Source: an optimization exercise on an open RTL-to-GDS flow (aim: small area). Production flows keep margins and buffers that such runs may drop.
Function was checked by simulation only, so behaviour that the tests miss may differ from the original.
Power and IR drop assume default switching activity.

## ecc_input_loader
module ecc_input_loader #(
   parameter  int DATA_W  = 64,
   localparam int N_WORDS = 768 / DATA_W
) (
   input  logic              i_clk,
   input  logic              i_rst_n,
   input  logic              i_in_valid,
   output logic              o_in_ready,
   input  logic [DATA_W-1:0] i_in_data,
   output logic              o_start,
   input  logic              i_core_ack,
   input  logic              i_core_done,
   output logic [255:0]      o_scalar,
   output logic [255:0]      o_px,
   output logic [255:0]      o_py
   ,
   output logic              o_range_err
);
   logic       busy;
   logic [3:0] cnt;
   logic       accept;
   logic       last_word;
   assign accept    = i_in_valid & o_in_ready;
   assign last_word = accept & (cnt == 4'd11);
   always_ff @(posedge i_clk or negedge i_rst_n) begin
      if (!i_rst_n) begin
         o_in_ready <= 1'b0;
         o_start    <= 1'b0;
         busy       <= 1'b0;
      end else begin
         o_in_ready <= (o_in_ready & ~last_word) | (busy & i_core_done) |
                       (~o_in_ready & ~o_start & ~busy);
         o_start    <= (o_in_ready & last_word) | (o_start & ~i_core_ack);
         busy       <= (o_start & i_core_ack) | (busy & ~i_core_done);
      end
   end
   always_ff @(posedge i_clk) begin
      if (!o_in_ready) cnt <= 4'd0;
      else if (accept) cnt <= cnt + 4'd1;
   end
   always_ff @(posedge i_clk) begin
      if (accept) {o_scalar, o_px, o_py} <= {o_scalar[255-DATA_W:0], o_px, o_py, i_in_data};
   end
   logic r_all;    
   logic r_err;
   logic d_mid;    
   assign d_mid = &i_in_data[62:5];
   always_ff @(posedge i_clk) begin
      if (accept) begin
         if (cnt[3:2] == 2'b00) begin
            r_err <= 1'b0;
         end else if (cnt[1:0] == 2'b00) begin
            r_err <= r_err | i_in_data[63];
            r_all <= d_mid & (&i_in_data[4:0]);
         end else if (cnt[1:0] == 2'b11) begin
            r_err <= r_err | (r_all & i_in_data[63] & d_mid & (i_in_data[4:0] >= 5'd13));
         end else begin
  ...
For scale: roughly 840 cells after synthesis, about 780 flip-flops, ~840 I/O pins, ~24000 um^2 of cells after synthesis.
clock: 5.0 ns
lec_check: 0
cap_margin: 20
core_margin: 2
core_utilization: 70
cts_buf_list: sky130_fd_sc_hd__clkbuf_8
cts_cluster_diameter: 45
cts_cluster_size: 20
slew_margin: 20
standard.sh (not shown) runs the stock make flow with config.mk's settings and CLKGATE_MAP_FILE= SYNTH_SCRIPT=/design/flow/synth_recipe.tcl, a recipe that flattens the netlist after the stock synthesis.
==> flow/flow/run.sh <==
#!/bin/bash
# Standard ORFS layout, with the port buffers made from the smallest buffer
# (buf_1) and pins allowed on every routing track of the die edge.
set -euo pipefail
export BUFFER_PORTS_ARGS="-buffer_cell sky130_fd_sc_hd__buf_1"
export PLACE_PINS_ARGS="-min_distance 1 -min_distance_in_tracks"
bash standard.sh finish > run_standard.log 2>&1
==> next run, changes <==
==> flow/flow/run.sh (replaced) <==
#!/bin/bash
# Standard ORFS layout, with the port buffers made from the smallest buffer
# (buf_1) instead of the resizer's default choice.
set -euo pipefail
export BUFFER_PORTS_ARGS="-buffer_cell sky130_fd_sc_hd__buf_1"
bash standard.sh finish > run_standard.log 2>&1
- CORE_UTILIZATION: 70 -> 40
- CTS_CLUSTER_DIAMETER: 45 -> 60
- CTS_CLUSTER_SIZE: 20 -> 16
Effect: Flip-flop and latch count is unchanged. Critical path depth climbs by 4. First-iteration DRC count drops by roughly a tenth. Worst setup slack got worse by 0.037 ns. Routed wire length climbs by roughly a tenth. Sequential power barely changes.
==> next run, changes <==
- CTS_BUF_LIST: sky130_fd_sc_hd__clkbuf_8 -> sky130_fd_sc_hd__clkbuf_4
- CTS_CLUSTER_DIAMETER: 60 -> default
- CTS_CLUSTER_SIZE: 16 -> default
The changed run completed with no timing, DRC or antenna violations.
Count of clock-buffer cells in the layout is higher by 206.
Non-clock buffer count grows by 1.
Cell area is higher by 4.9%.
Sequential share of layout area went down by 3.7 points.
Clock skew rises by 0.0059 ns.
Worst setup slack gets worse by 0.26 ns.
Core utilization grows by 2.4 points.
Area after synthesis is unchanged.
Cell count went up by 9.6%.
Routed wire length climbs by 2.8%.
==> next run, changes <==
==> flow/run.sh (new file) <==
#!/bin/bash
# synth_recipe.tcl (not shown) runs the flow's synth.tcl, then flattens the netlist and writes it again
# the make line also repeats each setting of config.mk as NAME=value (left out here)
make -C /OpenROAD-flow-scripts/flow DESIGN_CONFIG=/design/flow/config.mk WORK_HOME=/design/flow/orfs CLKGATE_MAP_FILE= SYNTH_SCRIPT=/design/flow/synth_recipe.tcl finish
- CORE_UTILIZATION: 40 -> 65
removed: flow/flow/run.sh
removed: flow/standard.sh
Outcome:
- The new run ended with an error in I/O pin placement (3_2_place_iop), error PPL-0024
- area after synthesis is unchanged
- synthesized cell count does not change
==> next run, changes <==
==> flow/flow/run.sh (new file) <==
#!/bin/bash
# Standard ORFS layout, with the port buffers made from the smallest buffer
# (buf_1) and pins allowed on every routing track of the die edge.
set -euo pipefail
export BUFFER_PORTS_ARGS="-buffer_cell sky130_fd_sc_hd__buf_1"
export PLACE_PINS_ARGS="-min_distance 1 -min_distance_in_tracks"
bash standard.sh finish > run_standard.log 2>&1
==> flow/standard.sh (new file) <==
#!/bin/bash
# synth_recipe.tcl (not shown) runs the flow's synth.tcl, then flattens the netlist and writes it again
# the make line also repeats each setting of config.mk as NAME=value (left out here)
make -C /OpenROAD-flow-scripts/flow DESIGN_CONFIG=/design/flow/config.mk WORK_HOME=/design/flow/orfs CLKGATE_MAP_FILE= SYNTH_SCRIPT=/design/flow/synth_recipe.tcl "${@:-finish}"
- CORE_UTILIZATION: 65 -> 70
removed: flow/run.sh
After rerunning: This time the run completed without violations. Area after synthesis does not change. Synthesized cell count does not change.
==> next run, changes <==
- ABC_AREA: default -> 1
- CAP_MARGIN: 20 -> 0
- CORE_UTILIZATION: 70 -> 50
- CTS_BUF_LIST: sky130_fd_sc_hd__clkbuf_4 -> sky130_fd_sc_hd__clkbuf_16
- CTS_CLUSTER_DIAMETER: default -> 60
- CTS_CLUSTER_SIZE: default -> 40
- SLEW_MARGIN: 20 -> 0
Design area is lower by 1.8%.
Die area is higher by 40%.
Sequential power is lower by about 7%.
Via count is lower by 9.7%.
Register-to-register slack gets worse by 0.52 ns.
Total power is lower by 13%.
Utilization is lower by 27 points.
Sequential share of layout area is higher by 1.5 points.
Wire length is lower by 7.6%.
Final cell count is lower by 2.0%.

* * *

alpha:
ecc_input_loader, a different RTL version from the one above (not shown whole).
Size in the first run: ~840 I/O pins, roughly 24000 um2 of cells after synthesis.
clock: 5.0 ns
lec_check: 0
cap_margin: 20
core_margin: 2
core_utilization: 70
cts_buf_list: sky130_fd_sc_hd__clkbuf_8
cts_cluster_diameter: 100
cts_cluster_size: 19
slew_margin: 20
==> flow/flow/run.sh <==
#!/bin/bash
# Standard ORFS layout, with the port buffers made from the smallest buffer
# (buf_1), pins allowed on every routing track of the die edge, and clock tree
# synthesis without dummy loads.
set -euo pipefail
export BUFFER_PORTS_ARGS="-buffer_cell sky130_fd_sc_hd__buf_1"
export PLACE_PINS_ARGS="-min_distance 1 -min_distance_in_tracks"
export CTS_ARGS="-sink_clustering_enable -repair_clock_nets -dont_use_dummy_load -sink_clustering_size 21 -sink_clustering_max_diameter 60 -buf_list sky130_fd_sc_hd__clkbuf_8"
bash standard.sh finish > run_standard.log 2>&1
The flow did not stop early for alpha: all stages ran, and the layout cleared the timing, design-rule and antenna checks.
The following lists how beta was set up differently from alpha:
- a change of CTS_CLUSTER_SIZE from 19 to 20
- a change of CTS_CLUSTER_DIAMETER from 100 to 80
- an added GPL_TIMING_DRIVEN of 0
-- flow/flow/run.sh --
<<< alpha, line 8
export CTS_ARGS="-sink_clustering_enable -repair_clock_nets -dont_use_dummy_load -sink_clustering_size 21 -sink_clustering_max_diameter 60 -buf_list sky130_fd_sc_hd__clkbuf_8"
>>> beta, line 8
export CTS_ARGS="-sink_clustering_enable -repair_clock_nets -dont_use_dummy_load -sink_clustering_size 20 -sink_clustering_max_diameter 80 -buf_list sky130_fd_sc_hd__clkbuf_8"
### Flow results
beta completed end to end with timing, DRC and antenna clean.
Cmp beta vs alpha: routed length on met1 lower in beta
Detailed-route wire length: beta and alpha compared, lower one is alpha
beta against alpha; standby leakage power is up slightly.
alpha reports its highest metal layer used by the detailed router as met4 while beta reports met5.
Between alpha and beta, the flow reports post-place instance area increasing slightly.
Inputs modified between beta and gamma:
- swapping 20 for 19 in CTS_CLUSTER_SIZE
- clearing GPL_TIMING_DRIVEN, which used to be 0
- swapping 80 for 100 in CTS_CLUSTER_DIAMETER
-- flow/flow/run.sh --
<<< beta, line 8
export CTS_ARGS="-sink_clustering_enable -repair_clock_nets -dont_use_dummy_load -sink_clustering_size 20 -sink_clustering_max_diameter 80 -buf_list sky130_fd_sc_hd__clkbuf_8"
>>> gamma, line 8
export CTS_ARGS="-sink_clustering_enable -repair_clock_nets -dont_use_dummy_load -sink_clustering_size 10 -sink_clustering_max_diameter 60 -buf_list sky130_fd_sc_hd__clkbuf_4"
Findings:
- Compared with beta, in gamma net switching power figure up 2.0%, core utilization of the finished layout down 0.52 points, routed wire length on met2 down 0.89%.
- gamma ended with more depth of the CTS H-tree than beta.
- Count of clock buffers in the final design (gamma vs. beta) increases by more than half
- Looking only at post-detailed-route via-to-cell ratio, and setting everything else aside, the higher value of beta and gamma goes to gamma.
- gamma and beta ended up with roughly the same total power draw.
- Going from beta to gamma, the global-route usage was found to have gone up by 0.50 points.
The following lists how delta was set up differently from gamma:
-- flow/flow/run.sh --
<<< gamma, line 8
export CTS_ARGS="-sink_clustering_enable -repair_clock_nets -dont_use_dummy_load -sink_clustering_size 10 -sink_clustering_max_diameter 60 -buf_list sky130_fd_sc_hd__clkbuf_4"
>>> delta, line 8
export CTS_ARGS="-sink_clustering_enable -repair_clock_nets -dont_use_dummy_load -sink_clustering_size 22 -sink_clustering_max_diameter 50 -buf_list sky130_fd_sc_hd__clkbuf_8"
--- outcome ---
The share of cell area taken by flip-flops and latches of gamma and that of delta are within noise of each other. ~same final area in delta and gamma. In the metrics for delta and gamma, the one carrying the higher worst clock skew is delta. Delta (delta minus gamma): share of synthesized cell area in and, or, nand and nor gates essentially unchanged, number of iterations in the first detailed-routing pass closely matched the old numbers, final setup slack of the worst path went up by 0.12 ns. Higher shortest period the worst path allows among delta and gamma: gamma. Sort delta and gamma by global-route wire length before repair desc -> top: gamma.

==> static timing again, ports no longer ideal <==
The results above use ideal ports. As a check the final layouts listed here were re-extracted and re-timed, cells and wires unchanged.
Step 1: set_driving_cell puts a clkbuf_16 on i_clk and a buf_2 on each other input, an assumption about the parent block.
Step 2 also shifts input and output timing later by t, the mid clock arrival at the registers, as if the neighbouring blocks saw the same clock.
a / b / c = ideal ports / drivers / drivers and shift; a / b = the first two.
run	t, ns	setup slack, ns	worst data-port slew with drivers (ns)
the first run of note 1	0.666	2.465 / 2.414 / 1.824	0.10
the second run of note 1	0.712	2.428 / 2.410 / 1.748	0.11
the third run of note 1	1.013	2.167 / 2.108 / 1.738	0.10
the fifth run of note 1	0.874	2.293 / 2.246 / 2.035	0.09
the sixth run of note 1	0.635	2.357 / 2.373 / 1.748	0.08
alpha	0.625	2.164 / 2.114 / 1.932	0.07
beta	0.632	2.076 / 2.027 / 1.450	0.09
gamma	0.794	1.966 / 1.921 / 1.940	0.06
delta	0.656	2.090 / 2.042 / 1.904	0.06
After both steps every run listed still meets setup and hold. The setup slack of the second run of note 1, which loses most, moves by -0.018 ns with the drivers and by -0.680 ns with both steps.
